This is an optimization exercise on Yosys and OpenROAD, whose aim is small area and a short achievable clock period, not a production implementation.
In this exercise RTL edits were held to simulation tests only and were not proved equivalent to the original.
No activity file was given, so power comes from the tool's default toggle rates.

**design/flow/standard.sh**
```bash
#!/bin/bash
# synth_recipe.tcl (not shown) runs the flow's synth.tcl, then flattens the netlist and writes it again
# the make line also repeats each setting of config.mk as NAME=value (left out here)
make -C /OpenROAD-flow-scripts/flow DESIGN_CONFIG=/design/flow/config.mk WORK_HOME=/design/flow/orfs CLKGATE_MAP_FILE= SYNTH_SCRIPT=/design/flow/synth_recipe.tcl "${@:-finish}"
```
**design/flow/flow/run.sh**
```bash
#!/bin/bash
# Standard layout, with strong buffers on the ports, sizing free to change a
# cell's footprint, and timing repair aiming 5.4 ns past the 8 ns clock. The
# make output goes to flow_make.log here; each ORFS step keeps its own log
# under orfs/logs.
set -euo pipefail
bash standard.sh \
    BUFFER_PORTS_ARGS="-buffer_cell sky130_fd_sc_hd__buf_4" \
    MATCH_CELL_FOOTPRINT=0 \
    SETUP_SLACK_MARGIN=5.4 \
    finish > flow_make.log 2>&1
```
**design/flow/constraint.sdc**
```tcl
create_clock -name core_clock -period 8.0 [get_ports {clk}]
set_input_delay 1.6000 -clock core_clock [delete_from_list [all_inputs] [get_ports {clk}]]
set_output_delay 1.6000 -clock core_clock [all_outputs]
set_load 0.01 [all_outputs]
```
**design/flow/config.mk**
```make
export PLATFORM = sky130hd
export DESIGN_NAME = fc_layer
export DESIGN_NICKNAME = fc_layer
export VERILOG_FILES = /design/flow/design.v
export SDC_FILE = /design/flow/constraint.sdc
export NUM_CORES = 4
export LEC_CHECK = 0
export CAP_MARGIN = 20
export CORE_MARGIN = 2
export CORE_UTILIZATION = 55
export CTS_CLUSTER_DIAMETER = 100
export CTS_CLUSTER_SIZE = 20
export SLEW_MARGIN = 20
```
**design/flow/design.v**
```verilog
`timescale 1ns/1ps
module fc_layer (
    input  logic        clk,
    input  logic        rstn,
    input  logic        r_valid,
    input  logic [31:0] in_data,
    output logic        t_valid,
    output logic [31:0] out_data
);
    logic [3:0] cnt;
    logic       w_first, w_second, w_weight, w_bias;
    assign w_first  = r_valid && (cnt == 4'd2 || cnt == 4'd4 || cnt == 4'd6 || cnt == 4'd8);
    assign w_second = r_valid && (cnt == 4'd3 || cnt == 4'd5 || cnt == 4'd7 || cnt == 4'd9);
    assign w_weight = w_first || w_second;
    assign w_bias   = r_valid && (cnt == 4'd10);
    logic       start0;   
    logic       fin0;     
    logic       sb0;      
    logic [1:0] nid0;     
    always_ff @(posedge clk or negedge rstn) begin
        if (!rstn) begin
            cnt <= '0;
            sb0 <= 1'b0;
        end else begin
            if (r_valid) cnt <= (cnt == 4'd10) ? 4'd0 : cnt + 4'd1;
            sb0 <= w_bias;
        end
    end
    always_ff @(posedge clk) begin
        start0 <= w_first;
        fin0   <= w_second && (cnt != 4'd9);
        nid0   <= cnt[2:1] - 2'd1;
    end
    logic [31:0] feat_a, feat_b, feat_p;
    always_ff @(posedge clk) begin
        if (r_valid && cnt == 4'd0) feat_a <= in_data;
        if (r_valid && cnt == 4'd1) feat_b <= in_data;
        feat_p <= (cnt == 4'd10) ? 32'h0100_0000 : cnt[0] ? feat_b : feat_a;
    end
    logic [3:0] neg0, one0, two0, neg1, one1, two1, neg2, one2, two2, neg3, one3, two3;
    for (genvar k = 0; k < 4; k++) begin : g_enc
        logic [8:0] wx;
        logic [3:0] ng, on, tw;
        logic [3:0] ng_q, on_q, tw_q;
        assign wx = {in_data[8*k +: 8], 1'b0};
        for (genvar m = 0; m < 4; m++) begin : g_dig
            assign ng[m] = wx[2*m+2];
            assign on[m] = wx[2*m+1] ^ wx[2*m];
            assign tw[m] = (wx[2*m+2] & ~wx[2*m+1] & ~wx[2*m]) | (~wx[2*m+2] & wx[2*m+1] & wx[2*m]);
        end
        always_ff @(posedge clk) begin
            ng_q <= ng & {4{r_valid}};
            on_q <= on & {4{r_valid}};
            tw_q <= tw & {4{r_valid}};
        end
    end
    assign {neg0, one0, two0} = {g_enc[0].ng_q, g_enc[0].on_q, g_enc[0].tw_q};
    assign {neg1, one1, two1} = {g_enc[1].ng_q, g_enc[1].on_q, g_enc[1].tw_q};
    assign {neg2, one2, two2} = {g_enc[2].ng_q, g_enc[2].on_q, g_enc[2].tw_q};
    assign {neg3, one3, two3} = {g_enc[3].ng_q, g_enc[3].on_q, g_enc[3].tw_q};
    logic [7:0] bias_b [3];
    assign bias_b[0] = {neg0[3], one0[3] ^ neg0[2], neg0[2], one0[2] ^ neg0[1], neg0[1], one0[1] ^ neg0[0], neg0[0], one0[0]};
    assign bias_b[1] = {neg1[3], one1[3] ^ neg1[2], neg1[2], one1[2] ^ neg1[1], neg1[1], one1[1] ^ neg1[0], neg1[0], one1[0]};
    assign bias_b[2] = {neg2[3], one2[3] ^ neg2[2], neg2[2], one2[2] ^ neg2[1], neg2[1], one2[1] ^ neg2[0], neg2[0], one2[0]};
    logic [7:0] xf0, xf1, xf2, xf3;
    assign {xf3, xf2, xf1, xf0} = feat_p;
    logic [18:0] acc_s, acc_c, acc_sk, acc_ck;
    logic        keep1;
    assign acc_sk = acc_s & {19{keep1}};
    assign acc_ck = acc_c & {19{keep1}};
    wire r0 = ((one0[0] & xf0[0])) ^ neg0[0];
    wire r1 = ((one0[0] & xf0[1]) | (two0[0] & xf0[0])) ^ neg0[0];
    wire r2 = ((one0[0] & xf0[2]) | (two0[0] & xf0[1])) ^ neg0[0];
    wire r3 = ((one0[0] & xf0[3]) | (two0[0] & xf0[2])) ^ neg0[0];
    wire r4 = ((one0[0] & xf0[4]) | (two0[0] & xf0[3])) ^ neg0[0];
    wire r5 = ((one0[0] & xf0[5]) | (two0[0] & xf0[4])) ^ neg0[0];
    wire r6 = ((one0[0] & xf0[6]) | (two0[0] & xf0[5])) ^ neg0[0];
    wire r7 = ((one0[0] & xf0[7]) | (two0[0] & xf0[6])) ^ neg0[0];
    wire r8 = ((one0[0] & xf0[7]) | (two0[0] & xf0[7])) ^ neg0[0];
    wire r9 = ~(((one0[0] & xf0[7]) | (two0[0] & xf0[7])) ^ neg0[0]);
    wire r10 = ((one0[1] & xf0[0])) ^ neg0[1];
    wire r11 = ((one0[1] & xf0[1]) | (two0[1] & xf0[0])) ^ neg0[1];
    wire r12 = ((one0[1] & xf0[2]) | (two0[1] & xf0[1])) ^ neg0[1];
    wire r13 = ((one0[1] & xf0[3]) | (two0[1] & xf0[2])) ^ neg0[1];
    wire r14 = ((one0[1] & xf0[4]) | (two0[1] & xf0[3])) ^ neg0[1];
    wire r15 = ((one0[1] & xf0[5]) | (two0[1] & xf0[4])) ^ neg0[1];
    wire r16 = ((one0[1] & xf0[6]) | (two0[1] & xf0[5])) ^ neg0[1];
    wire r17 = ((one0[1] & xf0[7]) | (two0[1] & xf0[6])) ^ neg0[1];
    wire r18 = ((one0[1] & xf0[7]) | (two0[1] & xf0[7])) ^ neg0[1];
    wire r19 = ~(((one0[1] & xf0[7]) | (two0[1] & xf0[7])) ^ neg0[1]);
    wire r20 = ((one0[2] & xf0[0])) ^ neg0[2];
    wire r21 = ((one0[2] & xf0[1]) | (two0[2] & xf0[0])) ^ neg0[2];
    wire r22 = ((one0[2] & xf0[2]) | (two0[2] & xf0[1])) ^ neg0[2];
    wire r23 = ((one0[2] & xf0[3]) | (two0[2] & xf0[2])) ^ neg0[2];
    wire r24 = ((one0[2] & xf0[4]) | (two0[2] & xf0[3])) ^ neg0[2];
    wire r25 = ((one0[2] & xf0[5]) | (two0[2] & xf0[4])) ^ neg0[2];
    wire r26 = ((one0[2] & xf0[6]) | (two0[2] & xf0[5])) ^ neg0[2];
    wire r27 = ((one0[2] & xf0[7]) | (two0[2] & xf0[6])) ^ neg0[2];
    wire r28 = ((one0[2] & xf0[7]) | (two0[2] & xf0[7])) ^ neg0[2];
    wire r29 = ~(((one0[2] & xf0[7]) | (two0[2] & xf0[7])) ^ neg0[2]);
    wire r30 = ((one0[3] & xf0[0])) ^ neg0[3];
    wire r31 = ((one0[3] & xf0[1]) | (two0[3] & xf0[0])) ^ neg0[3];
    wire r32 = ((one0[3] & xf0[2]) | (two0[3] & xf0[1])) ^ neg0[3];
    wire r33 = ((one0[3] & xf0[3]) | (two0[3] & xf0[2])) ^ neg0[3];
    wire r34 = ((one0[3] & xf0[4]) | (two0[3] & xf0[3])) ^ neg0[3];
    wire r35 = ((one0[3] & xf0[5]) | (two0[3] & xf0[4])) ^ neg0[3];
    wire r36 = ((one0[3] & xf0[6]) | (two0[3] & xf0[5])) ^ neg0[3];
    wire r37 = ((one0[3] & xf0[7]) | (two0[3] & xf0[6])) ^ neg0[3];
    wire r38 = ((one0[3] & xf0[7]) | (two0[3] & xf0[7])) ^ neg0[3];
    wire r39 = ~(((one0[3] & xf0[7]) | (two0[3] & xf0[7])) ^ neg0[3]);
    wire r40 = ((one1[0] & xf1[0])) ^ neg1[0];
    wire r41 = ((one1[0] & xf1[1]) | (two1[0] & xf1[0])) ^ neg1[0];
    wire r42 = ((one1[0] & xf1[2]) | (two1[0] & xf1[1])) ^ neg1[0];
    wire r43 = ((one1[0] & xf1[3]) | (two1[0] & xf1[2])) ^ neg1[0];
    wire r44 = ((one1[0] & xf1[4]) | (two1[0] & xf1[3])) ^ neg1[0];
    wire r45 = ((one1[0] & xf1[5]) | (two1[0] & xf1[4])) ^ neg1[0];
    wire r46 = ((one1[0] & xf1[6]) | (two1[0] & xf1[5])) ^ neg1[0];
    wire r47 = ((one1[0] & xf1[7]) | (two1[0] & xf1[6])) ^ neg1[0];
    wire r48 = ((one1[0] & xf1[7]) | (two1[0] & xf1[7])) ^ neg1[0];
    wire r49 = ~(((one1[0] & xf1[7]) | (two1[0] & xf1[7])) ^ neg1[0]);
    wire r50 = ((one1[1] & xf1[0])) ^ neg1[1];
    wire r51 = ((one1[1] & xf1[1]) | (two1[1] & xf1[0])) ^ neg1[1];
    wire r52 = ((one1[1] & xf1[2]) | (two1[1] & xf1[1])) ^ neg1[1];
    wire r53 = ((one1[1] & xf1[3]) | (two1[1] & xf1[2])) ^ neg1[1];
    wire r54 = ((one1[1] & xf1[4]) | (two1[1] & xf1[3])) ^ neg1[1];
    wire r55 = ((one1[1] & xf1[5]) | (two1[1] & xf1[4])) ^ neg1[1];
    wire r56 = ((one1[1] & xf1[6]) | (two1[1] & xf1[5])) ^ neg1[1];
    wire r57 = ((one1[1] & xf1[7]) | (two1[1] & xf1[6])) ^ neg1[1];
    wire r58 = ((one1[1] & xf1[7]) | (two1[1] & xf1[7])) ^ neg1[1];
    wire r59 = ~(((one1[1] & xf1[7]) | (two1[1] & xf1[7])) ^ neg1[1]);
    wire r60 = ((one1[2] & xf1[0])) ^ neg1[2];
    wire r61 = ((one1[2] & xf1[1]) | (two1[2] & xf1[0])) ^ neg1[2];
    wire r62 = ((one1[2] & xf1[2]) | (two1[2] & xf1[1])) ^ neg1[2];
    wire r63 = ((one1[2] & xf1[3]) | (two1[2] & xf1[2])) ^ neg1[2];
    wire r64 = ((one1[2] & xf1[4]) | (two1[2] & xf1[3])) ^ neg1[2];
    wire r65 = ((one1[2] & xf1[5]) | (two1[2] & xf1[4])) ^ neg1[2];
    wire r66 = ((one1[2] & xf1[6]) | (two1[2] & xf1[5])) ^ neg1[2];
    wire r67 = ((one1[2] & xf1[7]) | (two1[2] & xf1[6])) ^ neg1[2];
    wire r68 = ((one1[2] & xf1[7]) | (two1[2] & xf1[7])) ^ neg1[2];
    wire r69 = ~(((one1[2] & xf1[7]) | (two1[2] & xf1[7])) ^ neg1[2]);
    wire r70 = ((one1[3] & xf1[0])) ^ neg1[3];
    wire r71 = ((one1[3] & xf1[1]) | (two1[3] & xf1[0])) ^ neg1[3];
    wire r72 = ((one1[3] & xf1[2]) | (two1[3] & xf1[1])) ^ neg1[3];
    wire r73 = ((one1[3] & xf1[3]) | (two1[3] & xf1[2])) ^ neg1[3];
    wire r74 = ((one1[3] & xf1[4]) | (two1[3] & xf1[3])) ^ neg1[3];
    wire r75 = ((one1[3] & xf1[5]) | (two1[3] & xf1[4])) ^ neg1[3];
    wire r76 = ((one1[3] & xf1[6]) | (two1[3] & xf1[5])) ^ neg1[3];
    wire r77 = ((one1[3] & xf1[7]) | (two1[3] & xf1[6])) ^ neg1[3];
    wire r78 = ((one1[3] & xf1[7]) | (two1[3] & xf1[7])) ^ neg1[3];
    wire r79 = ~(((one1[3] & xf1[7]) | (two1[3] & xf1[7])) ^ neg1[3]);
    wire r80 = ((one2[0] & xf2[0])) ^ neg2[0];
    wire r81 = ((one2[0] & xf2[1]) | (two2[0] & xf2[0])) ^ neg2[0];
    wire r82 = ((one2[0] & xf2[2]) | (two2[0] & xf2[1])) ^ neg2[0];
    wire r83 = ((one2[0] & xf2[3]) | (two2[0] & xf2[2])) ^ neg2[0];
    wire r84 = ((one2[0] & xf2[4]) | (two2[0] & xf2[3])) ^ neg2[0];
    wire r85 = ((one2[0] & xf2[5]) | (two2[0] & xf2[4])) ^ neg2[0];
    wire r86 = ((one2[0] & xf2[6]) | (two2[0] & xf2[5])) ^ neg2[0];
    wire r87 = ((one2[0] & xf2[7]) | (two2[0] & xf2[6])) ^ neg2[0];
    wire r88 = ((one2[0] & xf2[7]) | (two2[0] & xf2[7])) ^ neg2[0];
    wire r89 = ~(((one2[0] & xf2[7]) | (two2[0] & xf2[7])) ^ neg2[0]);
    wire r90 = ((one2[1] & xf2[0])) ^ neg2[1];
    wire r91 = ((one2[1] & xf2[1]) | (two2[1] & xf2[0])) ^ neg2[1];
    wire r92 = ((one2[1] & xf2[2]) | (two2[1] & xf2[1])) ^ neg2[1];
    wire r93 = ((one2[1] & xf2[3]) | (two2[1] & xf2[2])) ^ neg2[1];
    wire r94 = ((one2[1] & xf2[4]) | (two2[1] & xf2[3])) ^ neg2[1];
    wire r95 = ((one2[1] & xf2[5]) | (two2[1] & xf2[4])) ^ neg2[1];
    wire r96 = ((one2[1] & xf2[6]) | (two2[1] & xf2[5])) ^ neg2[1];
    wire r97 = ((one2[1] & xf2[7]) | (two2[1] & xf2[6])) ^ neg2[1];
    wire r98 = ((one2[1] & xf2[7]) | (two2[1] & xf2[7])) ^ neg2[1];
    wire r99 = ~(((one2[1] & xf2[7]) | (two2[1] & xf2[7])) ^ neg2[1]);
    wire r100 = ((one2[2] & xf2[0])) ^ neg2[2];
    wire r101 = ((one2[2] & xf2[1]) | (two2[2] & xf2[0])) ^ neg2[2];
    wire r102 = ((one2[2] & xf2[2]) | (two2[2] & xf2[1])) ^ neg2[2];
    wire r103 = ((one2[2] & xf2[3]) | (two2[2] & xf2[2])) ^ neg2[2];
    wire r104 = ((one2[2] & xf2[4]) | (two2[2] & xf2[3])) ^ neg2[2];
    wire r105 = ((one2[2] & xf2[5]) | (two2[2] & xf2[4])) ^ neg2[2];
    wire r106 = ((one2[2] & xf2[6]) | (two2[2] & xf2[5])) ^ neg2[2];
    wire r107 = ((one2[2] & xf2[7]) | (two2[2] & xf2[6])) ^ neg2[2];
    wire r108 = ((one2[2] & xf2[7]) | (two2[2] & xf2[7])) ^ neg2[2];
    wire r109 = ~(((one2[2] & xf2[7]) | (two2[2] & xf2[7])) ^ neg2[2]);
    wire r110 = ((one2[3] & xf2[0])) ^ neg2[3];
    wire r111 = ((one2[3] & xf2[1]) | (two2[3] & xf2[0])) ^ neg2[3];
    wire r112 = ((one2[3] & xf2[2]) | (two2[3] & xf2[1])) ^ neg2[3];
    wire r113 = ((one2[3] & xf2[3]) | (two2[3] & xf2[2])) ^ neg2[3];
    wire r114 = ((one2[3] & xf2[4]) | (two2[3] & xf2[3])) ^ neg2[3];
    wire r115 = ((one2[3] & xf2[5]) | (two2[3] & xf2[4])) ^ neg2[3];
    wire r116 = ((one2[3] & xf2[6]) | (two2[3] & xf2[5])) ^ neg2[3];
    wire r117 = ((one2[3] & xf2[7]) | (two2[3] & xf2[6])) ^ neg2[3];
    wire r118 = ((one2[3] & xf2[7]) | (two2[3] & xf2[7])) ^ neg2[3];
    wire r119 = ~(((one2[3] & xf2[7]) | (two2[3] & xf2[7])) ^ neg2[3]);
    wire r120 = ((one3[0] & xf3[0])) ^ neg3[0];
    wire r121 = ((one3[0] & xf3[1]) | (two3[0] & xf3[0])) ^ neg3[0];
    wire r122 = ((one3[0] & xf3[2]) | (two3[0] & xf3[1])) ^ neg3[0];
    wire r123 = ((one3[0] & xf3[3]) | (two3[0] & xf3[2])) ^ neg3[0];
    wire r124 = ((one3[0] & xf3[4]) | (two3[0] & xf3[3])) ^ neg3[0];
    wire r125 = ((one3[0] & xf3[5]) | (two3[0] & xf3[4])) ^ neg3[0];
    wire r126 = ((one3[0] & xf3[6]) | (two3[0] & xf3[5])) ^ neg3[0];
    wire r127 = ((one3[0] & xf3[7]) | (two3[0] & xf3[6])) ^ neg3[0];
    wire r128 = ((one3[0] & xf3[7]) | (two3[0] & xf3[7])) ^ neg3[0];
    wire r129 = ~(((one3[0] & xf3[7]) | (two3[0] & xf3[7])) ^ neg3[0]);
    wire r130 = ((one3[1] & xf3[0])) ^ neg3[1];
    wire r131 = ((one3[1] & xf3[1]) | (two3[1] & xf3[0])) ^ neg3[1];
    wire r132 = ((one3[1] & xf3[2]) | (two3[1] & xf3[1])) ^ neg3[1];
    wire r133 = ((one3[1] & xf3[3]) | (two3[1] & xf3[2])) ^ neg3[1];
    wire r134 = ((one3[1] & xf3[4]) | (two3[1] & xf3[3])) ^ neg3[1];
    wire r135 = ((one3[1] & xf3[5]) | (two3[1] & xf3[4])) ^ neg3[1];
    wire r136 = ((one3[1] & xf3[6]) | (two3[1] & xf3[5])) ^ neg3[1];
    wire r137 = ((one3[1] & xf3[7]) | (two3[1] & xf3[6])) ^ neg3[1];
    wire r138 = ((one3[1] & xf3[7]) | (two3[1] & xf3[7])) ^ neg3[1];
    wire r139 = ~(((one3[1] & xf3[7]) | (two3[1] & xf3[7])) ^ neg3[1]);
    wire r140 = ((one3[2] & xf3[0])) ^ neg3[2];
    wire r141 = ((one3[2] & xf3[1]) | (two3[2] & xf3[0])) ^ neg3[2];
    wire r142 = ((one3[2] & xf3[2]) | (two3[2] & xf3[1])) ^ neg3[2];
    wire r143 = ((one3[2] & xf3[3]) | (two3[2] & xf3[2])) ^ neg3[2];
    wire r144 = ((one3[2] & xf3[4]) | (two3[2] & xf3[3])) ^ neg3[2];
    wire r145 = ((one3[2] & xf3[5]) | (two3[2] & xf3[4])) ^ neg3[2];
    wire r146 = ((one3[2] & xf3[6]) | (two3[2] & xf3[5])) ^ neg3[2];
    wire r147 = ((one3[2] & xf3[7]) | (two3[2] & xf3[6])) ^ neg3[2];
    wire r148 = ((one3[2] & xf3[7]) | (two3[2] & xf3[7])) ^ neg3[2];
    wire r149 = ~(((one3[2] & xf3[7]) | (two3[2] & xf3[7])) ^ neg3[2]);
    wire r150 = ((one3[3] & xf3[0])) ^ neg3[3];
    wire r151 = ((one3[3] & xf3[1]) | (two3[3] & xf3[0])) ^ neg3[3];
    wire r152 = ((one3[3] & xf3[2]) | (two3[3] & xf3[1])) ^ neg3[3];
    wire r153 = ((one3[3] & xf3[3]) | (two3[3] & xf3[2])) ^ neg3[3];
    wire r154 = ((one3[3] & xf3[4]) | (two3[3] & xf3[3])) ^ neg3[3];
    wire r155 = ((one3[3] & xf3[5]) | (two3[3] & xf3[4])) ^ neg3[3];
    wire r156 = ((one3[3] & xf3[6]) | (two3[3] & xf3[5])) ^ neg3[3];
    wire r157 = ((one3[3] & xf3[7]) | (two3[3] & xf3[6])) ^ neg3[3];
    wire r158 = ((one3[3] & xf3[7]) | (two3[3] & xf3[7])) ^ neg3[3];
    wire r159 = ~(((one3[3] & xf3[7]) | (two3[3] & xf3[7])) ^ neg3[3]);
    wire x160 = neg0[0] ^ neg1[0];
    wire s161 = x160 ^ neg2[0];
    wire c162 = (neg0[0] & neg1[0]) | (neg2[0] & x160);
    wire x163 = neg0[1] ^ neg1[1];
    wire s164 = x163 ^ neg2[1];
    wire c165 = (neg0[1] & neg1[1]) | (neg2[1] & x163);
    wire x166 = neg3[1] ^ r2;
    wire s167 = x166 ^ r10;
    wire c168 = (neg3[1] & r2) | (r10 & x166);
    wire x169 = r42 ^ r50;
    wire s170 = x169 ^ r82;
    wire c171 = (r42 & r50) | (r82 & x169);
    wire x172 = c165 ^ r3;
    wire s173 = x172 ^ r11;
    wire c174 = (c165 & r3) | (r11 & x172);
    wire x175 = r43 ^ r51;
    wire s176 = x175 ^ r83;
    wire c177 = (r43 & r51) | (r83 & x175);
    wire s178 = r91 ^ r123;
    wire c179 = r91 & r123;
    wire x180 = neg0[2] ^ neg1[2];
    wire s181 = x180 ^ neg2[2];
    wire c182 = (neg0[2] & neg1[2]) | (neg2[2] & x180);
    wire x183 = neg3[2] ^ r4;
    wire s184 = x183 ^ r12;
    wire c185 = (neg3[2] & r4) | (r12 & x183);
    wire x186 = r20 ^ r44;
    wire s187 = x186 ^ r52;
    wire c188 = (r20 & r44) | (r52 & x186);
    wire x189 = r60 ^ r84;
    wire s190 = x189 ^ r92;
    wire c191 = (r60 & r84) | (r92 & x189);
    wire x192 = r100 ^ r124;
    wire s193 = x192 ^ r132;
    wire c194 = (r100 & r124) | (r132 & x192);
    wire x195 = r140 ^ s181;
    wire s196 = x195 ^ c179;
    wire c197 = (r140 & s181) | (c179 & x195);
    wire s198 = c174 ^ c177;
    wire c199 = c174 & c177;
    wire x200 = c182 ^ r5;
    wire s201 = x200 ^ r13;
    wire c202 = (c182 & r5) | (r13 & x200);
    wire x203 = r21 ^ r45;
    wire s204 = x203 ^ r53;
    wire c205 = (r21 & r45) | (r53 & x203);
    wire x206 = r61 ^ r85;
    wire s207 = x206 ^ r93;
    wire c208 = (r61 & r85) | (r93 & x206);
    wire x209 = r101 ^ r125;
    wire s210 = x209 ^ r133;
    wire c211 = (r101 & r125) | (r133 & x209);
    wire x212 = r141 ^ c185;
    wire s213 = x212 ^ c188;
    wire c214 = (r141 & c185) | (c188 & x212);
    wire x215 = c191 ^ c194;
    wire s216 = x215 ^ s201;
    wire c217 = (c191 & c194) | (s201 & x215);
    wire s218 = s204 ^ s207;
    wire c219 = s204 & s207;
    wire x220 = neg0[3] ^ neg1[3];
    wire s221 = x220 ^ neg2[3];
    wire c222 = (neg0[3] & neg1[3]) | (neg2[3] & x220);
    wire x223 = neg3[3] ^ r6;
    wire s224 = x223 ^ r14;
    wire c225 = (neg3[3] & r6) | (r14 & x223);
    wire x226 = r22 ^ r30;
    wire s227 = x226 ^ r46;
    wire c228 = (r22 & r30) | (r46 & x226);
    wire x229 = r54 ^ r62;
    wire s230 = x229 ^ r70;
    wire c231 = (r54 & r62) | (r70 & x229);
    wire x232 = r86 ^ r94;
    wire s233 = x232 ^ r102;
    wire c234 = (r86 & r94) | (r102 & x232);
    wire x235 = r110 ^ r126;
    wire s236 = x235 ^ r134;
    wire c237 = (r110 & r126) | (r134 & x235);
    wire x238 = r142 ^ r150;
    wire s239 = x238 ^ s221;
    wire c240 = (r142 & r150) | (s221 & x238);
    wire x241 = c202 ^ c205;
    wire s242 = x241 ^ c208;
    wire c243 = (c202 & c205) | (c208 & x241);
    wire x244 = c211 ^ s224;
    wire s245 = x244 ^ s227;
    wire c246 = (c211 & s224) | (s227 & x244);
    wire x247 = s230 ^ s233;
    wire s248 = x247 ^ s236;
    wire c249 = (s230 & s233) | (s236 & x247);
    wire s250 = s239 ^ c219;
    wire c251 = s239 & c219;
    wire x252 = c222 ^ r7;
    wire s253 = x252 ^ r15;
    wire c254 = (c222 & r7) | (r15 & x252);
    wire x255 = r23 ^ r31;
    wire s256 = x255 ^ r47;
    wire c257 = (r23 & r31) | (r47 & x255);
    wire x258 = r55 ^ r63;
    wire s259 = x258 ^ r71;
    wire c260 = (r55 & r63) | (r71 & x258);
    wire x261 = r87 ^ r95;
    wire s262 = x261 ^ r103;
    wire c263 = (r87 & r95) | (r103 & x261);
    wire x264 = r111 ^ r127;
    wire s265 = x264 ^ r135;
    wire c266 = (r111 & r127) | (r135 & x264);
    wire x267 = r143 ^ r151;
    wire s268 = x267 ^ c225;
    wire c269 = (r143 & r151) | (c225 & x267);
    wire x270 = c228 ^ c231;
    wire s271 = x270 ^ c234;
    wire c272 = (c228 & c231) | (c234 & x270);
    wire x273 = c237 ^ c240;
    wire s274 = x273 ^ s253;
    wire c275 = (c237 & c240) | (s253 & x273);
    wire x276 = s256 ^ s259;
    wire s277 = x276 ^ s262;
    wire c278 = (s256 & s259) | (s262 & x276);
    wire x279 = s265 ^ c243;
    wire s280 = x279 ^ c246;
    wire c281 = (s265 & c243) | (c246 & x279);
    wire s282 = c249 ^ s268;
    wire c283 = c249 & s268;
    wire x284 = r8 ^ r16;
    wire s285 = x284 ^ r24;
    wire c286 = (r8 & r16) | (r24 & x284);
    wire x287 = r32 ^ r48;
    wire s288 = x287 ^ r56;
    wire c289 = (r32 & r48) | (r56 & x287);
    wire x290 = r64 ^ r72;
    wire s291 = x290 ^ r88;
    wire c292 = (r64 & r72) | (r88 & x290);
    wire x293 = r96 ^ r104;
    wire s294 = x293 ^ r112;
    wire c295 = (r96 & r104) | (r112 & x293);
    wire x296 = r128 ^ r136;
    wire s297 = x296 ^ r144;
    wire c298 = (r128 & r136) | (r144 & x296);
    wire x299 = r152 ^ c254;
    wire s300 = x299 ^ c257;
    wire c301 = (r152 & c254) | (c257 & x299);
    wire x302 = c260 ^ c263;
    wire s303 = x302 ^ c266;
    wire c304 = (c260 & c263) | (c266 & x302);
    wire x305 = s285 ^ s288;
    wire s306 = x305 ^ s291;
    wire c307 = (s285 & s288) | (s291 & x305);
    wire x308 = s294 ^ s297;
    wire s309 = x308 ^ c269;
    wire c310 = (s294 & s297) | (c269 & x308);
    wire x311 = c272 ^ c275;
    wire s312 = x311 ^ c278;
    wire c313 = (c272 & c275) | (c278 & x311);
    wire s314 = s300 ^ s303;
    wire c315 = s300 & s303;
    wire x316 = r9 ^ r17;
    wire s317 = x316 ^ r25;
    wire c318 = (r9 & r17) | (r25 & x316);
    wire x319 = r33 ^ r49;
    wire s320 = x319 ^ r57;
    wire c321 = (r33 & r49) | (r57 & x319);
    wire x322 = r65 ^ r73;
    wire s323 = x322 ^ r89;
    wire c324 = (r65 & r73) | (r89 & x322);
    wire x325 = r97 ^ r105;
    wire s326 = x325 ^ r113;
    wire c327 = (r97 & r105) | (r113 & x325);
    wire x328 = r129 ^ r137;
    wire s329 = x328 ^ r145;
    wire c330 = (r129 & r137) | (r145 & x328);
    wire x331 = r153 ^ c286;
    wire s332 = x331 ^ c289;
    wire c333 = (r153 & c286) | (c289 & x331);
    wire x334 = c292 ^ c295;
    wire s335 = x334 ^ c298;
    wire c336 = (c292 & c295) | (c298 & x334);
    wire x337 = s317 ^ s320;
    wire s338 = x337 ^ s323;
    wire c339 = (s317 & s320) | (s323 & x337);
    wire x340 = s326 ^ s329;
    wire s341 = x340 ^ c301;
    wire c342 = (s326 & s329) | (c301 & x340);
    wire x343 = c304 ^ c307;
    wire s344 = x343 ^ s332;
    wire c345 = (c304 & c307) | (s332 & x343);
    wire s346 = s335 ^ s338;
    wire c347 = s335 & s338;
    wire x348 = r18 ^ r26;
    wire s349 = x348 ^ r34;
    wire c350 = (r18 & r26) | (r34 & x348);
    wire x351 = r58 ^ r66;
    wire s352 = x351 ^ r74;
    wire c353 = (r58 & r66) | (r74 & x351);
    wire x354 = r98 ^ r106;
    wire s355 = x354 ^ r114;
    wire c356 = (r98 & r106) | (r114 & x354);
    wire x357 = r138 ^ r146;
    wire s358 = x357 ^ r154;
    wire c359 = (r138 & r146) | (r154 & x357);
    wire x360 = c318 ^ c321;
    wire s361 = x360 ^ c324;
    wire c362 = (c318 & c321) | (c324 & x360);
    wire x363 = c327 ^ c330;
    wire s364 = x363 ^ s349;
    wire c365 = (c327 & c330) | (s349 & x363);
    wire x366 = s352 ^ s355;
    wire s367 = x366 ^ s358;
    wire c368 = (s352 & s355) | (s358 & x366);
    wire x369 = c333 ^ c336;
    wire s370 = x369 ^ c339;
    wire c371 = (c333 & c336) | (c339 & x369);
    wire s372 = s361 ^ s364;
    wire c373 = s361 & s364;
    wire x374 = 1'b1 ^ r19;
    wire s375 = x374 ^ r27;
    wire c376 = (1'b1 & r19) | (r27 & x374);
    wire x377 = r35 ^ r59;
    wire s378 = x377 ^ r67;
    wire c379 = (r35 & r59) | (r67 & x377);
    wire x380 = r75 ^ r99;
    wire s381 = x380 ^ r107;
    wire c382 = (r75 & r99) | (r107 & x380);
    wire x383 = r115 ^ r139;
    wire s384 = x383 ^ r147;
    wire c385 = (r115 & r139) | (r147 & x383);
    wire x386 = r155 ^ c350;
    wire s387 = x386 ^ c353;
    wire c388 = (r155 & c350) | (c353 & x386);
    wire x389 = c356 ^ c359;
    wire s390 = x389 ^ s375;
    wire c391 = (c356 & c359) | (s375 & x389);
    wire x392 = s378 ^ s381;
    wire s393 = x392 ^ s384;
    wire c394 = (s378 & s381) | (s384 & x392);
    wire x395 = c362 ^ c365;
    wire s396 = x395 ^ c368;
    wire c397 = (c362 & c365) | (c368 & x395);
    wire x398 = 1'b1 ^ r28;
    wire s399 = x398 ^ r36;
    wire c400 = (1'b1 & r28) | (r36 & x398);
    wire x401 = r68 ^ r76;
    wire s402 = x401 ^ r108;
    wire c403 = (r68 & r76) | (r108 & x401);
    wire x404 = r116 ^ r148;
    wire s405 = x404 ^ r156;
    wire c406 = (r116 & r148) | (r156 & x404);
    wire x407 = c376 ^ c379;
    wire s408 = x407 ^ c382;
    wire c409 = (c376 & c379) | (c382 & x407);
    wire x410 = c385 ^ s399;
    wire s411 = x410 ^ s402;
    wire c412 = (c385 & s399) | (s402 & x410);
    wire s413 = s405 ^ c388;
    wire c414 = s405 & c388;
    wire x415 = r29 ^ r37;
    wire s416 = x415 ^ r69;
    wire c417 = (r29 & r37) | (r69 & x415);
    wire x418 = r77 ^ r109;
    wire s419 = x418 ^ r117;
    wire c420 = (r77 & r109) | (r117 & x418);
    wire x421 = r149 ^ r157;
    wire s422 = x421 ^ c400;
    wire c423 = (r149 & r157) | (c400 & x421);
    wire x424 = c403 ^ c406;
    wire s425 = x424 ^ s416;
    wire c426 = (c403 & c406) | (s416 & x424);
    wire x427 = 1'b1 ^ r38;
    wire s428 = x427 ^ r78;
    wire c429 = (1'b1 & r38) | (r78 & x427);
    wire s430 = r118 ^ r158;
    wire c431 = r118 & r158;
    logic pa0_0, pa0_1, pa0_2, pa0_3, pa0_4, pa0_5, pa1_0, pa1_1, pa1_2, pa1_3, pa1_4, pa2_0, pa2_1, pa2_2, pa2_3, pa2_4, pa2_5, pa3_0, pa3_1, pa3_2, pa3_3, pa3_4, pa3_5, pa4_0, pa4_1, pa4_2, pa4_3, pa4_4, pa4_5, pa5_0, pa5_1, pa5_2, pa5_3, pa5_4, pa5_5, pa6_0, pa6_1, pa6_2, pa6_3, pa6_4, pa6_5, pa7_0, pa7_1, pa7_2, pa7_3, pa7_4, pa7_5, pa8_0, pa8_1, pa8_2, pa8_3, pa8_4, pa8_5, pa9_0, pa9_1, pa9_2, pa9_3, pa9_4, pa9_5, pa10_0, pa10_1, pa10_2, pa10_3, pa10_4, pa10_5, pa11_0, pa11_1, pa11_2, pa11_3, pa11_4, pa11_5, pa12_0, pa12_1, pa12_2, pa12_3, pa12_4, pa12_5, pa13_0, pa13_1, pa13_2, pa13_3, pa13_4, pa13_5, pa14_0, pa14_1, pa14_2, pa14_3, pa14_4, pa14_5, pa15_0, pa15_1, pa15_2, pa15_3, pa15_4, pa15_5;
    always_ff @(posedge clk) begin
        pa0_0 <= neg3[0];
        pa0_1 <= r0;
        pa0_2 <= r40;
        pa0_3 <= r80;
        pa0_4 <= r120;
        pa0_5 <= s161;
        pa1_0 <= r1;
        pa1_1 <= r41;
        pa1_2 <= r81;
        pa1_3 <= r121;
        pa1_4 <= c162;
        pa2_0 <= r90;
        pa2_1 <= r122;
        pa2_2 <= r130;
        pa2_3 <= s164;
        pa2_4 <= s167;
        pa2_5 <= s170;
        pa3_0 <= r131;
        pa3_1 <= c168;
        pa3_2 <= c171;
        pa3_3 <= s173;
        pa3_4 <= s176;
        pa3_5 <= s178;
        pa4_0 <= s184;
        pa4_1 <= s187;
        pa4_2 <= s190;
        pa4_3 <= s193;
        pa4_4 <= s196;
        pa4_5 <= s198;
        pa5_0 <= s210;
        pa5_1 <= c197;
        pa5_2 <= c199;
        pa5_3 <= s213;
        pa5_4 <= s216;
        pa5_5 <= s218;
        pa6_0 <= c214;
        pa6_1 <= c217;
        pa6_2 <= s242;
        pa6_3 <= s245;
        pa6_4 <= s248;
        pa6_5 <= s250;
        pa7_0 <= s271;
        pa7_1 <= c251;
        pa7_2 <= s274;
        pa7_3 <= s277;
        pa7_4 <= s280;
        pa7_5 <= s282;
        pa8_0 <= s306;
        pa8_1 <= c283;
        pa8_2 <= c281;
        pa8_3 <= s309;
        pa8_4 <= s312;
        pa8_5 <= s314;
        pa9_0 <= c315;
        pa9_1 <= c310;
        pa9_2 <= c313;
        pa9_3 <= s341;
        pa9_4 <= s344;
        pa9_5 <= s346;
        pa10_0 <= s367;
        pa10_1 <= c347;
        pa10_2 <= c342;
        pa10_3 <= c345;
        pa10_4 <= s370;
        pa10_5 <= s372;
        pa11_0 <= s387;
        pa11_1 <= s390;
        pa11_2 <= s393;
        pa11_3 <= c373;
        pa11_4 <= c371;
        pa11_5 <= s396;
        pa12_0 <= c391;
        pa12_1 <= c394;
        pa12_2 <= s408;
        pa12_3 <= s411;
        pa12_4 <= c397;
        pa12_5 <= s413;
        pa13_0 <= s419;
        pa13_1 <= c409;
        pa13_2 <= c412;
        pa13_3 <= s422;
        pa13_4 <= c414;
        pa13_5 <= s425;
        pa14_0 <= c417;
        pa14_1 <= c420;
        pa14_2 <= s428;
        pa14_3 <= c423;
        pa14_4 <= c426;
        pa14_5 <= s430;
        pa15_0 <= r39;
        pa15_1 <= r79;
        pa15_2 <= r119;
        pa15_3 <= r159;
        pa15_4 <= c429;
        pa15_5 <= c431;
    end
    wire x432 = pa0_0 ^ pa0_1;
    wire s433 = x432 ^ pa0_2;
    wire c434 = (pa0_0 & pa0_1) | (pa0_2 & x432);
    wire x435 = pa0_3 ^ pa0_4;
    wire s436 = x435 ^ pa0_5;
    wire c437 = (pa0_3 & pa0_4) | (pa0_5 & x435);
    wire x438 = acc_sk[0] ^ acc_ck[0];
    wire s439 = x438 ^ s433;
    wire c440 = (acc_sk[0] & acc_ck[0]) | (s433 & x438);
    wire x441 = pa1_0 ^ pa1_1;
    wire s442 = x441 ^ pa1_2;
    wire c443 = (pa1_0 & pa1_1) | (pa1_2 & x441);
    wire x444 = pa1_3 ^ pa1_4;
    wire s445 = x444 ^ acc_sk[1];
    wire c446 = (pa1_3 & pa1_4) | (acc_sk[1] & x444);
    wire x447 = acc_ck[1] ^ c434;
    wire s448 = x447 ^ c437;
    wire c449 = (acc_ck[1] & c434) | (c437 & x447);
    wire x450 = s442 ^ s445;
    wire s451 = x450 ^ c440;
    wire c452 = (s442 & s445) | (c440 & x450);
    wire x453 = pa2_0 ^ pa2_1;
    wire s454 = x453 ^ pa2_2;
    wire c455 = (pa2_0 & pa2_1) | (pa2_2 & x453);
    wire x456 = pa2_3 ^ pa2_4;
    wire s457 = x456 ^ pa2_5;
    wire c458 = (pa2_3 & pa2_4) | (pa2_5 & x456);
    wire x459 = acc_sk[2] ^ acc_ck[2];
    wire s460 = x459 ^ c443;
    wire c461 = (acc_sk[2] & acc_ck[2]) | (c443 & x459);
    wire x462 = s454 ^ s457;
    wire s463 = x462 ^ c446;
    wire c464 = (s454 & s457) | (c446 & x462);
    wire x465 = c449 ^ s460;
    wire s466 = x465 ^ s463;
    wire c467 = (c449 & s460) | (s463 & x465);
    wire x468 = pa3_0 ^ pa3_1;
    wire s469 = x468 ^ pa3_2;
    wire c470 = (pa3_0 & pa3_1) | (pa3_2 & x468);
    wire x471 = pa3_3 ^ pa3_4;
    wire s472 = x471 ^ pa3_5;
    wire c473 = (pa3_3 & pa3_4) | (pa3_5 & x471);
    wire x474 = acc_sk[3] ^ acc_ck[3];
    wire s475 = x474 ^ c455;
    wire c476 = (acc_sk[3] & acc_ck[3]) | (c455 & x474);
    wire x477 = c458 ^ s469;
    wire s478 = x477 ^ s472;
    wire c479 = (c458 & s469) | (s472 & x477);
    wire x480 = c461 ^ s475;
    wire s481 = x480 ^ s478;
    wire c482 = (c461 & s475) | (s478 & x480);
    wire s483 = c464 ^ s481;
    wire c484 = c464 & s481;
    wire x485 = pa4_0 ^ pa4_1;
    wire s486 = x485 ^ pa4_2;
    wire c487 = (pa4_0 & pa4_1) | (pa4_2 & x485);
    wire x488 = pa4_3 ^ pa4_4;
    wire s489 = x488 ^ pa4_5;
    wire c490 = (pa4_3 & pa4_4) | (pa4_5 & x488);
    wire x491 = acc_sk[4] ^ acc_ck[4];
    wire s492 = x491 ^ c470;
    wire c493 = (acc_sk[4] & acc_ck[4]) | (c470 & x491);
    wire x494 = c473 ^ s486;
    wire s495 = x494 ^ s489;
    wire c496 = (c473 & s486) | (s489 & x494);
    wire x497 = c476 ^ c479;
    wire s498 = x497 ^ s492;
    wire c499 = (c476 & c479) | (s492 & x497);
    wire x500 = s495 ^ c482;
    wire s501 = x500 ^ s498;
    wire c502 = (s495 & c482) | (s498 & x500);
    wire x503 = pa5_0 ^ pa5_1;
    wire s504 = x503 ^ pa5_2;
    wire c505 = (pa5_0 & pa5_1) | (pa5_2 & x503);
    wire x506 = pa5_3 ^ pa5_4;
    wire s507 = x506 ^ pa5_5;
    wire c508 = (pa5_3 & pa5_4) | (pa5_5 & x506);
    wire x509 = acc_sk[5] ^ acc_ck[5];
    wire s510 = x509 ^ c487;
    wire c511 = (acc_sk[5] & acc_ck[5]) | (c487 & x509);
    wire x512 = c490 ^ s504;
    wire s513 = x512 ^ s507;
    wire c514 = (c490 & s504) | (s507 & x512);
    wire x515 = c493 ^ c496;
    wire s516 = x515 ^ s510;
    wire c517 = (c493 & c496) | (s510 & x515);
    wire x518 = s513 ^ c499;
    wire s519 = x518 ^ s516;
    wire c520 = (s513 & c499) | (s516 & x518);
    wire x521 = pa6_0 ^ pa6_1;
    wire s522 = x521 ^ pa6_2;
    wire c523 = (pa6_0 & pa6_1) | (pa6_2 & x521);
    wire x524 = pa6_3 ^ pa6_4;
    wire s525 = x524 ^ pa6_5;
    wire c526 = (pa6_3 & pa6_4) | (pa6_5 & x524);
    wire x527 = acc_sk[6] ^ acc_ck[6];
    wire s528 = x527 ^ c505;
    wire c529 = (acc_sk[6] & acc_ck[6]) | (c505 & x527);
    wire x530 = c508 ^ s522;
    wire s531 = x530 ^ s525;
    wire c532 = (c508 & s522) | (s525 & x530);
    wire x533 = c511 ^ c514;
    wire s534 = x533 ^ s528;
    wire c535 = (c511 & c514) | (s528 & x533);
    wire x536 = s531 ^ c517;
    wire s537 = x536 ^ s534;
    wire c538 = (s531 & c517) | (s534 & x536);
    wire x539 = pa7_0 ^ pa7_1;
    wire s540 = x539 ^ pa7_2;
    wire c541 = (pa7_0 & pa7_1) | (pa7_2 & x539);
    wire x542 = pa7_3 ^ pa7_4;
    wire s543 = x542 ^ pa7_5;
    wire c544 = (pa7_3 & pa7_4) | (pa7_5 & x542);
    wire x545 = acc_sk[7] ^ acc_ck[7];
    wire s546 = x545 ^ c523;
    wire c547 = (acc_sk[7] & acc_ck[7]) | (c523 & x545);
    wire x548 = c526 ^ s540;
    wire s549 = x548 ^ s543;
    wire c550 = (c526 & s540) | (s543 & x548);
    wire x551 = c529 ^ c532;
    wire s552 = x551 ^ s546;
    wire c553 = (c529 & c532) | (s546 & x551);
    wire x554 = s549 ^ c535;
    wire s555 = x554 ^ s552;
    wire c556 = (s549 & c535) | (s552 & x554);
    wire x557 = pa8_0 ^ pa8_1;
    wire s558 = x557 ^ pa8_2;
    wire c559 = (pa8_0 & pa8_1) | (pa8_2 & x557);
    wire x560 = pa8_3 ^ pa8_4;
    wire s561 = x560 ^ pa8_5;
    wire c562 = (pa8_3 & pa8_4) | (pa8_5 & x560);
    wire x563 = acc_sk[8] ^ acc_ck[8];
    wire s564 = x563 ^ c541;
    wire c565 = (acc_sk[8] & acc_ck[8]) | (c541 & x563);
    wire x566 = c544 ^ s558;
    wire s567 = x566 ^ s561;
    wire c568 = (c544 & s558) | (s561 & x566);
    wire x569 = c547 ^ c550;
    wire s570 = x569 ^ s564;
    wire c571 = (c547 & c550) | (s564 & x569);
    wire x572 = s567 ^ c553;
    wire s573 = x572 ^ s570;
    wire c574 = (s567 & c553) | (s570 & x572);
    wire x575 = pa9_0 ^ pa9_1;
    wire s576 = x575 ^ pa9_2;
    wire c577 = (pa9_0 & pa9_1) | (pa9_2 & x575);
    wire x578 = pa9_3 ^ pa9_4;
    wire s579 = x578 ^ pa9_5;
    wire c580 = (pa9_3 & pa9_4) | (pa9_5 & x578);
    wire x581 = acc_sk[9] ^ acc_ck[9];
    wire s582 = x581 ^ c559;
    wire c583 = (acc_sk[9] & acc_ck[9]) | (c559 & x581);
    wire x584 = c562 ^ s576;
    wire s585 = x584 ^ s579;
    wire c586 = (c562 & s576) | (s579 & x584);
    wire x587 = c565 ^ c568;
    wire s588 = x587 ^ s582;
    wire c589 = (c565 & c568) | (s582 & x587);
    wire x590 = s585 ^ c571;
    wire s591 = x590 ^ s588;
    wire c592 = (s585 & c571) | (s588 & x590);
    wire x593 = pa10_0 ^ pa10_1;
    wire s594 = x593 ^ pa10_2;
    wire c595 = (pa10_0 & pa10_1) | (pa10_2 & x593);
    wire x596 = pa10_3 ^ pa10_4;
    wire s597 = x596 ^ pa10_5;
    wire c598 = (pa10_3 & pa10_4) | (pa10_5 & x596);
    wire x599 = acc_sk[10] ^ acc_ck[10];
    wire s600 = x599 ^ c577;
    wire c601 = (acc_sk[10] & acc_ck[10]) | (c577 & x599);
    wire x602 = c580 ^ s594;
    wire s603 = x602 ^ s597;
    wire c604 = (c580 & s594) | (s597 & x602);
    wire x605 = c583 ^ c586;
    wire s606 = x605 ^ s600;
    wire c607 = (c583 & c586) | (s600 & x605);
    wire x608 = s603 ^ c589;
    wire s609 = x608 ^ s606;
    wire c610 = (s603 & c589) | (s606 & x608);
    wire x611 = pa11_0 ^ pa11_1;
    wire s612 = x611 ^ pa11_2;
    wire c613 = (pa11_0 & pa11_1) | (pa11_2 & x611);
    wire x614 = pa11_3 ^ pa11_4;
    wire s615 = x614 ^ pa11_5;
    wire c616 = (pa11_3 & pa11_4) | (pa11_5 & x614);
    wire x617 = acc_sk[11] ^ acc_ck[11];
    wire s618 = x617 ^ c595;
    wire c619 = (acc_sk[11] & acc_ck[11]) | (c595 & x617);
    wire x620 = c598 ^ s612;
    wire s621 = x620 ^ s615;
    wire c622 = (c598 & s612) | (s615 & x620);
    wire x623 = c601 ^ c604;
    wire s624 = x623 ^ s618;
    wire c625 = (c601 & c604) | (s618 & x623);
    wire x626 = s621 ^ c607;
    wire s627 = x626 ^ s624;
    wire c628 = (s621 & c607) | (s624 & x626);
    wire x629 = pa12_0 ^ pa12_1;
    wire s630 = x629 ^ pa12_2;
    wire c631 = (pa12_0 & pa12_1) | (pa12_2 & x629);
    wire x632 = pa12_3 ^ pa12_4;
    wire s633 = x632 ^ pa12_5;
    wire c634 = (pa12_3 & pa12_4) | (pa12_5 & x632);
    wire x635 = acc_sk[12] ^ acc_ck[12];
    wire s636 = x635 ^ c613;
    wire c637 = (acc_sk[12] & acc_ck[12]) | (c613 & x635);
    wire x638 = c616 ^ s630;
    wire s639 = x638 ^ s633;
    wire c640 = (c616 & s630) | (s633 & x638);
    wire x641 = c619 ^ c622;
    wire s642 = x641 ^ s636;
    wire c643 = (c619 & c622) | (s636 & x641);
    wire x644 = s639 ^ c625;
    wire s645 = x644 ^ s642;
    wire c646 = (s639 & c625) | (s642 & x644);
    wire x647 = pa13_0 ^ pa13_1;
    wire s648 = x647 ^ pa13_2;
    wire c649 = (pa13_0 & pa13_1) | (pa13_2 & x647);
    wire x650 = pa13_3 ^ pa13_4;
    wire s651 = x650 ^ pa13_5;
    wire c652 = (pa13_3 & pa13_4) | (pa13_5 & x650);
    wire x653 = acc_sk[13] ^ acc_ck[13];
    wire s654 = x653 ^ c631;
    wire c655 = (acc_sk[13] & acc_ck[13]) | (c631 & x653);
    wire x656 = c634 ^ s648;
    wire s657 = x656 ^ s651;
    wire c658 = (c634 & s648) | (s651 & x656);
    wire x659 = c637 ^ c640;
    wire s660 = x659 ^ s654;
    wire c661 = (c637 & c640) | (s654 & x659);
    wire x662 = s657 ^ c643;
    wire s663 = x662 ^ s660;
    wire c664 = (s657 & c643) | (s660 & x662);
    wire x665 = pa14_0 ^ pa14_1;
    wire s666 = x665 ^ pa14_2;
    wire c667 = (pa14_0 & pa14_1) | (pa14_2 & x665);
    wire x668 = pa14_3 ^ pa14_4;
    wire s669 = x668 ^ pa14_5;
    wire c670 = (pa14_3 & pa14_4) | (pa14_5 & x668);
    wire x671 = acc_sk[14] ^ acc_ck[14];
    wire s672 = x671 ^ c649;
    wire c673 = (acc_sk[14] & acc_ck[14]) | (c649 & x671);
    wire x674 = c652 ^ s666;
    wire s675 = x674 ^ s669;
    wire c676 = (c652 & s666) | (s669 & x674);
    wire x677 = c655 ^ c658;
    wire s678 = x677 ^ s672;
    wire c679 = (c655 & c658) | (s672 & x677);
    wire x680 = s675 ^ c661;
    wire s681 = x680 ^ s678;
    wire c682 = (s675 & c661) | (s678 & x680);
    wire x683 = pa15_0 ^ pa15_1;
    wire s684 = x683 ^ pa15_2;
    wire c685 = (pa15_0 & pa15_1) | (pa15_2 & x683);
    wire x686 = pa15_3 ^ pa15_4;
    wire s687 = x686 ^ pa15_5;
    wire c688 = (pa15_3 & pa15_4) | (pa15_5 & x686);
    wire x689 = acc_sk[15] ^ acc_ck[15];
    wire s690 = x689 ^ c667;
    wire c691 = (acc_sk[15] & acc_ck[15]) | (c667 & x689);
    wire x692 = c670 ^ s684;
    wire s693 = x692 ^ s687;
    wire c694 = (c670 & s684) | (s687 & x692);
    wire x695 = c673 ^ c676;
    wire s696 = x695 ^ s690;
    wire c697 = (c673 & c676) | (s690 & x695);
    wire x698 = s693 ^ c679;
    wire s699 = x698 ^ s696;
    wire c700 = (s693 & c679) | (s696 & x698);
    wire x701 = 1'b1 ^ acc_sk[16];
    wire s702 = x701 ^ acc_ck[16];
    wire c703 = (1'b1 & acc_sk[16]) | (acc_ck[16] & x701);
    wire x704 = c685 ^ c688;
    wire s705 = x704 ^ s702;
    wire c706 = (c685 & c688) | (s702 & x704);
    wire x707 = c691 ^ c694;
    wire s708 = x707 ^ s705;
    wire c709 = (c691 & c694) | (s705 & x707);
    wire s710 = c697 ^ s708;
    wire c711 = c697 & s708;
    wire x712 = acc_sk[17] ^ acc_ck[17];
    wire s713 = x712 ^ c703;
    wire c714 = (acc_sk[17] & acc_ck[17]) | (c703 & x712);
    wire x715 = c706 ^ s713;
    wire s716 = x715 ^ c709;
    wire c717 = (c706 & s713) | (c709 & x715);
    wire x718 = 1'b1 ^ acc_sk[18];
    wire s719 = x718 ^ acc_ck[18];
    wire s720 = s719 ^ c714;
    always_ff @(posedge clk) begin
        acc_s <= {c717, c711, c700, c682, c664, c646, c628, c610, c592, c574, c556, c538, c520, c502, c484, c467, c452, s448, s436};
        acc_c <= {s720, s716, s710, s699, s681, s663, s645, s627, s609, s591, s573, s555, s537, s519, s501, s483, s466, s451, s439};
    end
    logic       fin1, sb1, fin2, sb2;
    logic [1:0] nid1, nid2;
    always_ff @(posedge clk or negedge rstn) begin
        if (!rstn) begin
            sb1     <= 1'b0;
            sb2     <= 1'b0;
        end else begin
            sb1     <= sb0;
            sb2     <= sb1;
        end
    end
    always_ff @(posedge clk) begin
        t_valid <= sb2;
        keep1 <= !start0;
        fin1  <= fin0;
        nid1  <= nid0;
        fin2  <= fin1;
        nid2  <= nid1;
    end
    logic [18:0] tot;
    assign tot = acc_s + acc_c;
    logic signed [10:0] tot_hi;
    assign tot_hi = tot[18:8];
    logic signed [10:0] held_h [3];
    logic [7:0]         held_l [3];
    always_ff @(posedge clk) begin
        for (int j = 0; j < 3; j++) begin
            if (fin2 && nid2 == 2'(j)) begin
                held_h[j] <= tot_hi;
                held_l[j] <= tot[7:0];
            end
        end
    end
    function automatic logic [7:0] sat(input logic signed [11:0] z);
        if (z > 12'sd127) sat = 8'h7f;
        else if (z < -12'sd128) sat = 8'h80;
        else sat = z[7:0];
    endfunction
    logic [7:0] cand_dn [3];
    logic [7:0] cand_eq [3];
    logic [7:0] cand_up [3];
    logic [2:0] bias_co, bias_neg;
    for (genvar j = 0; j < 3; j++) begin : g_fin
        logic [8:0] lo_sum;
        assign cand_dn[j] = sat({held_h[j][10], held_h[j]} - 12'd1);
        assign cand_eq[j] = sat({held_h[j][10], held_h[j]});
        assign cand_up[j] = sat({held_h[j][10], held_h[j]} + 12'd1);
        assign lo_sum     = {1'b0, held_l[j]} + {1'b0, bias_b[j]};
        always_ff @(posedge clk) begin
            if (sb0) begin
                bias_co[j]  <= lo_sum[8];
                bias_neg[j] <= bias_b[j][7];
            end
        end
    end
    always_ff @(posedge clk) begin
        for (int j = 0; j < 3; j++)
            out_data[31-8*j -: 8] <= bias_co[j] ? (bias_neg[j] ? cand_eq[j] : cand_up[j])
                                                : (bias_neg[j] ? cand_dn[j] : cand_eq[j]);
        out_data[7:0] <= (tot_hi > 11'sd127) ? 8'h7f : (tot_hi < -11'sd128) ? 8'h80 : tot_hi[7:0];
    end
endmodule
```
==> summary.md, run 1 <==
| Metric | Value |
|---|---|
| Initial DRC Count | `781` |
| # hold bufs at CTS | `0` |
| Met2 wire len | `25300 µm` |
| Setup Viol. Count Final | `0` |
| Root Driver | `clkbuf_16` |
| RSZ-0062 raised after global routing | `true` |
| Number of fill cells in the layout | `3138` |
| Via count of the first global-routing pass | `14.0k` |
| Fmax | `0.385 GHz` |
| Area of the mapped netlist | `0.0211 mm²` |
| Cell breakdown of the critical path | `buf_6` |
| Max Used Layer | `met4` |
| Layout cells sized above 1 | `0.128` |
| Final #Nets | `2218` |
| DRC | `0` |
| Synth top area share | `0.244` |
| Buffers & Inverters on Critical Path | `1` |
| Initial Utilization | `0.559` |
| R2R setup slack | `5.43 ns` |
| Die X-Extent | `200 µm` |
| CTS tree | `done` |
| DRT antenna net count | `0` |
| Yosys reg bits | `391` |
| Synth area leader | `dfxtp_1` |
| Slew HR | `0.320` |
| Met3 Wirelength | `2040 µm` |
| Synth Area in Compound Gates | `0.133` |
| Unique masters post-synth | `76` |
| WL/cell | `20.3 µm` |
| Hold Path Origin | `fin1$_DFF_P_` |
| Critical path's top delay family | `flip-flops` |
| Initial antenna violation count | `0` |
| Outcome | `timing/DRC/antenna clean` |
| Core area | `0.0378 mm²` |
| Via count | `13.7k` |
| Post-synthesis adder-cell area fraction | `0.203` |
| Slowest CP cell | `dfxtp_2` |
| Total Routed Length | `50200 µm` |
| Reg2reg start | `acc_s[0]$_DFF_P_` |
| Design area | `0.0231 mm²` |
| Antenna diodes | `0` |
| Tightest Hold Check Type | `reg2reg` |
| Max-Cap Viols | `0` |
| Vias/cell | `5.55` |
| H-tree depth | `1` |
| I/O pin total | `68` |
| Most instantiated cells after synthesis | `dfxtp_1, inv_1, fa_1, xnor2_1, edfxtp_1` |
| Main area contributors after synthesis | `dfxtp_1, edfxtp_1, fa_1, xnor2_1, a22oi_1` |
| GR Overflow Total | `0` |
| Hpwl dp | `38300 µm` |
| WS Path Type | `reg2out` |
| Simple-gate share of the synthesized area | `0.0856` |
| Mean area per synthesized cell | `10.9 µm²` |
| Tot GR Track Use | `0.262` |
| Synth Flop Type | `dfxtp_1` |
| Cells after Synth | `1940` |
| Rows | `71` |
| Sink Count | `391` |
| Hold Path Depth | `0` |
| Synth async-reset ratio | `0.0179` |
| Router iterations before antenna repair | `5` |
| Startpoint types | `flip-flop` |
| CP required | `6.40 ns` |
| Number of buffers created by CTS | `23` |
| PwrDens | `422 mW/mm²` |
| Largest net degree at the start of global routing | `38` |
| Synth Area in XOR/XNOR | `0.0859` |
| Area Overhead vs Synth | `9.36%` |
| Met1 WL | `21200 µm` |
| Crit path largest cell delay | `0.33 ns` |
| Hold Path End | `fin2$_DFF_P_` |
| Slew @ Worst Pin | `1.02 ns` |
| Leakage | `0.00928 µW` |
| Crit path time final | `2.60 ns` |
| Worst Setup End Kind | `output pin` |
| CP Max Fanout | `1` |
| Post-synth EDFFs | `127` |
| Die H | `200 µm` |
| Critical path arrival | `1.00 ns` |
| Final Hold Fails | `0` |
| Clock Tree Buf Depth | `3` |
| GPL Wtd Cong | `0.937` |
| Synth warn | `7` |
| Port Buffers | `67` |
| R2R cell count | `10` |
| Syn nets | `2212` |
| Final Max Slew Viols | `0` |
| Final Cycle Share | `0.325` |
| Clock Latency Late Sink | `0.56 ns` |
| Main combinational cell family by area after synthesis | `adder cells` |
| Most common cell in the netlist | `dfxtp_1` |
| Peak supply drop | `0.000223 V` |
| Sequential area share after synthesis | `0.433` |
| Final clock skew | `0.0143 ns` |
| Clock Pin Slew Worst Setup and Hold Paths | `0.09 ns` |
| RR Endpoint | `out_data[0]$_SDFF_PN1_` |
| DIE AREA | `0.0399 mm²` |
| Total Neg Setup Slack | `0 ns` |
| Placed cell area | `0.0218 mm²` |
| Mux cell area share after synthesis | `0.00190` |
| First-pass GRT wire length | `79200 µm` |
==> kinds of logic after synthesis <==
kind of cell	after synthesis
fa+ha+maj	237
buf+inv	314
xor+xnor	207
compound gates	410
flops	391
simple gates	377
mux	4
==> metrics by stage <==
step	util	setup slack (ns)	total power, µW	cells	hold slack, ns
2_1_floorplan	-	5.40	6790	1940	0.310
3_3_place_gp	0.578	4.49	8250	2404	0.314
3_5_place_dp	0.578	4.43	8410	2404	0.312
4_1_cts	0.605	5.33	9790	2457	0.331
5_1_grt	0.611	5.27	10700	2472	0.344
6_report	0.611	5.40	9730	2472	0.330
==> layout make-up <==
cell class	instances	area (µm²)	area share
multi-input combinational	1239	11000	0.475
sequential	391	9220	0.400
timing repair buffer	96	865	0.0375
inverter	194	736	0.0319
tap	511	639	0.0277
clock buffer	38	632	0.0274
clock inverter	2	20.0	0.000868
timing repair inverter	1	5.00	0.000217
==> per-layer routing <==
metal	global-route usage	up-vias
li1	-	6533
met1	0.341	6724
met2	0.463	387
met3	0.0245	77
met4	0.0823	0
met5	0	-
==> registers in the layout (all words and copies together) (netlist names), 4 cells and up <==
| signal | cells |
|---|---|
| held_h | 33 |
| held_l | 24 |
| feat_p | 32 |
| out_data | 32 |
| g_enc.on_q | 16 |
| cnt | 4 |
| feat_a | 32 |
| acc_s | 19 |
| g_enc.ng_q | 16 |
| feat_b | 32 |
| g_enc.tw_q | 16 |
| acc_c | 19 |
==> where the power goes <==
| group | leakage (µW) | total, µW | switching (µW) | internal, µW |
|---|---|---|---|---|
| clock network | 0.000312 | 1190 | 648 | 546 |
| registers | 0.00340 | 3430 | 521 | 2900 |
| logic | 0.00557 | 5110 | 2950 | 2160 |
| total | 0.00928 | 9730 | 4120 | 5610 |
==> worst max path at each step <==
stage                                       from                endpoint  slack, ns  depth (start not counted)
after detailed placement                 r_valid    feat_b[27]$_DFFE_PP_       4.43                          4
final                     out_data[4]$_SDFF_PN1_             out_data[4]       5.40                          1
after global placement                   r_valid    feat_b[27]$_DFFE_PP_       4.49                          4
after CTS                   feat_p[7]$_SDFF_PP0_           pa9_4$_DFF_P_       5.33                          7
after floorplan                          r_valid     feat_b[0]$_DFFE_PP_       5.40                          3
after global routing            acc_s[0]$_DFF_P_  out_data[5]$_SDFF_PN1_       5.27                         10
==> placed cells by master, fill, tap and decap left out, types with 11 or more instances in the layout <==
cell type  synthesis  layout
nor2_1           109     106
fa_1             175     174
clkbuf_16          0      23
o21ai_0           76      73
nor3_1            13      12
xor2_1            54      52
a21oi_1           78      77
xnor2_1          153     149
clkbuf_1         103      15
buf_4              1      61
a22o_1            34      34
dfxtp_2            0      63
nand3_1           24      24
dfxtp_1          257     192
nand2_1          119     119
nand2b_1          15      14
and2_1            26      25
nor4_1            11      11
ha_1              62      61
edfxtp_1         127     127
a22oi_1          112     112
inv_1            191     188
nor2b_1           12      12
buf_6              2      33
==> worst reg2reg max path, delay by kind of cell, from the launching register on <==
kind	cells	cell delay, ns
fa+ha+maj	2	0.48
buf+inv	1	0.03
simple gates	2	0.28
flops	1	0.36
compound gates	5	1.35
==> repair_timing <==
| action | in CTS | in global routing |
|---|---|---|
| gates resized for setup | 93 | 45 |
| buffers inserted | 10 | 13 |
| hold endpoints to repair | 0 | 0 |
| gates cloned | 3 | 2 |
| pin swaps | 15 | 13 |
| setup endpoints to repair | 138 | 91 |
==> inputs of run 2 (changes only) <==
--- a/design/flow/config.mk
+++ b/design/flow/config.mk
@@ -9,3 +9,3 @@
 export CORE_MARGIN = 2
-export CORE_UTILIZATION = 55
+export CORE_UTILIZATION = 72
 export CTS_CLUSTER_DIAMETER = 100
==> summary.md, run 2 <==
| Metric | Value |
|---|---|
| Outcome | `timing/DRC/antenna clean (unchanged)` |
| Router iterations before antenna repair | `6 (was 5)` |
| Peak supply drop | `0.000334 V (was 0.000223 V)` |
| CTS tree | `done (unchanged)` |
| Slew @ Worst Pin | `1.07 ns (was 1.02 ns)` |
| Number of fill cells in the layout | `1785 (was 3138)` |
| Die X-Extent | `175 µm (was 200 µm)` |
| Root Driver | `clkbuf_16 (unchanged)` |
| Critical path arrival | `3.12 ns (was 1.00 ns)` |
| Final Cycle Share | `0.333 (was 0.325)` |
| Crit path largest cell delay | `0.37 ns (was 0.33 ns)` |
| RR Endpoint | `out_data[1]$_SDFF_PN1_ (was out_data[0]$_SDFF_PN1_)` |
| Initial Utilization | `0.733 (was 0.559)` |
| Area Overhead vs Synth | `8.11% (was 9.36%)` |
| Synth warn | `7 (unchanged)` |
| GPL Wtd Cong | `0.962 (was 0.937)` |
| Tightest Hold Check Type | `reg2reg (unchanged)` |
| Tot GR Track Use | `0.333 (was 0.262)` |
| Number of buffers created by CTS | `23 (unchanged)` |
| Via count | `14.3k (was 13.7k)` |
| Clock Pin Slew Worst Setup and Hold Paths | `0.09 ns (about the same)` |
| Max reg flops | `33 (unchanged)` |
| Most common cell after layout, fill and taps aside | `dfxtp_1 (unchanged)` |
| Startpoint types | `flip-flop (unchanged)` |
| Syn nets | `2212 (unchanged)` |
| Synth top area share | `0.244 (unchanged)` |
| Yosys reg bits | `391 (unchanged)` |
| Max-Cap Viols | `0 (unchanged)` |
| Via count of the first global-routing pass | `14.9k (was 14.0k)` |
| Commonest non-fill, non-tap cells in the layout | `dfxtp_1, inv_1, fa_1, xnor2_1, edfxtp_1 (unchanged)` |
| Area of the mapped netlist | `0.0211 mm² (unchanged)` |
| Hpwl dp | `36900 µm (was 38300 µm)` |
| Vias/cell | `6.14 (was 5.55)` |
| FF+latch area | `0.00922 mm² (about the same)` |
| Slowest CP cell | `a211oi_4 (was dfxtp_2)` |
| Synth area leader | `dfxtp_1 (unchanged)` |
| Final Hold Fails | `0 (unchanged)` |
| Total Routed Length | `49700 µm (was 50200 µm)` |
| Slew HR | `0.290 (was 0.320)` |
| Main area contributors after synthesis | `dfxtp_1, edfxtp_1, fa_1, xnor2_1, a22oi_1 (unchanged)` |
| Sink Count | `391 (unchanged)` |
| I/O pin total | `68 (unchanged)` |
| Cell breakdown of the critical path | `ha_4 -> inv_2 -> fa_2 -> nand2b_4 -> a211oi_4 -> o22ai_2 -> o31a_1 -> nor2_4 -> o211ai_1 -> a32oi_1 (was buf_6)` |
| First-pass GRT wire length | `79200 µm (about the same)` |
| Leakage | `0.00924 µW (was 0.00928 µW)` |
| Capture point of the critical path | `out_data[1]$_SDFF_PN1_ (was out_data[4])` |
| Sequential area share after synthesis | `0.433 (unchanged)` |
| Clock Tree Buf Depth | `3 (unchanged)` |
| Most common cell in the netlist | `dfxtp_1 (unchanged)` |
==> run 2: cell types whose count changed in the layout (fill, tap and decap cells not counted), moves of 2 or more <==
cell and change:
dfxtp_2 -17, inv_1 +2, dfxtp_4 +6, clkbuf_16 +2
dfxtp_1 +11, buf_4 +6, buf_6 -12, xnor2_2 -2
xnor2_1 +2
==> run 2: power by group <==
part	switching (µW)	internal [µW]
Combinational	3030	2210
Clock	628	563
Sequential	527	2900
Total	4190	5670
==> run 2: worst max-delay path: cells and delay by family, from the launching register on <==
kind	cells	cell delay (ns)
compound gates	5	1.37
fa+ha+maj	2	0.50
buf+inv	1	0.04
flops	1	0.36
simple gates	2	0.30
==> run 2: cell families (layout without fill, tap and decap cells) <==
| group | Yosys count | in the layout | synth area share |
|---|---|---|---|
| and+or+nand+nor | 377 | 380 | 0.0856 |
| adders and majority gates | 237 | 237 | 0.203 |
| buffers and inverters | 314 | 325 | 0.0574 |
| AOI/OAI and AO/OA | 410 | 410 | 0.133 |
| DFF | 391 | 391 | 0.433 |
| xor gates and xnor gates | 207 | 207 | 0.0859 |
| muxes | 4 | 4 | 0.00190 |
==> run 2: timing repair <==
action                     in CTS  in global routing
gates resized for setup        50                 62
buffers inserted               10                  7
pin swaps                      17                  9
setup endpoints to repair     113                102
cloned                          3                  2
hold buffers                    0                  0
==> run 2: metrics by stage <==
| stage | cell area, µm² | hold slack (ns) | setup slack (ns) |
|---|---|---|---|
| after floorplan | 21100 | 0.310 | 5.40 |
| after global placement | 21700 | 0.314 | 4.53 |
| after detailed placement | 21700 | 0.314 | 4.47 |
| after CTS | 22600 | 0.327 | 5.35 |
| after global routing | 22800 | 0.344 | 5.23 |
| final | 22800 | 0.325 | 5.33 |
==> run 2: area by class of cell <==
cell class                      count  share of cell area
Multi-Input combinational cell   1238               0.479
Sequential cell                   391               0.404
Timing Repair Buffer               90              0.0344
Inverter                          194              0.0321
Clock buffer                       38              0.0286
Tap cell                          384              0.0211
Clock inverter                      2            0.000658
Timing Repair inverter              1            0.000219
==> run 2: per-layer routing <==
metal | part of all wire | vias to the layer above | global-route usage | routed length [µm]
met5 | 0.00022 | - | 0 | 11
met4 | 0.066 | 2 | 0.186 | 3300
met3 | 0.068 | 172 | 0.0381 | 3400
met2 | 0.50 | 711 | 0.577 | 24800
met1 | 0.37 | 6937 | 0.406 | 18200
li1 | - | 6525 | - | -
==> run 2: how the worst min path moves through the flow <==
stage,end,slack [ns],depth (start not counted),from
finish,fin1$_DFF_P_,0.33,0,fin0$_DFF_P_
global route,nid1[0]$_DFF_P_,0.34,0,nid0[0]$_DFF_P_
CTS,fin1$_DFF_P_,0.33,0,fin0$_DFF_P_
detailed placement,nid1[0]$_DFF_P_,0.31,0,nid0[0]$_DFF_P_
global placement,nid1[0]$_DFF_P_,0.31,0,nid0[0]$_DFF_P_
floorplan,fin1$_DFF_P_,0.31,0,fin0$_DFF_P_

afterwards: timing with drivers on the ports:
Ports are ideal in the flow. The routed layouts listed here were re-timed in OpenROAD. Step 1 assumes that a clkbuf_16 drives the clock port and a buf_2 every other input. Step 2 times the ports against the registers' clock, not the clock port: input delays grow and output delays shrink by t, the midpoint of the rising clock arrivals with the driver on. Three values: ideal, step 1, step 2; two values: the first two.
| run | t (ns) | slack for setup (ns) |
|---|---|---|
| run 1 | 0.607 | 5.399 / 5.347 / 4.863 |
| run 2 | 0.590 | 5.333 / 5.333 / 4.901 |
After both steps every run listed still meets setup and hold.
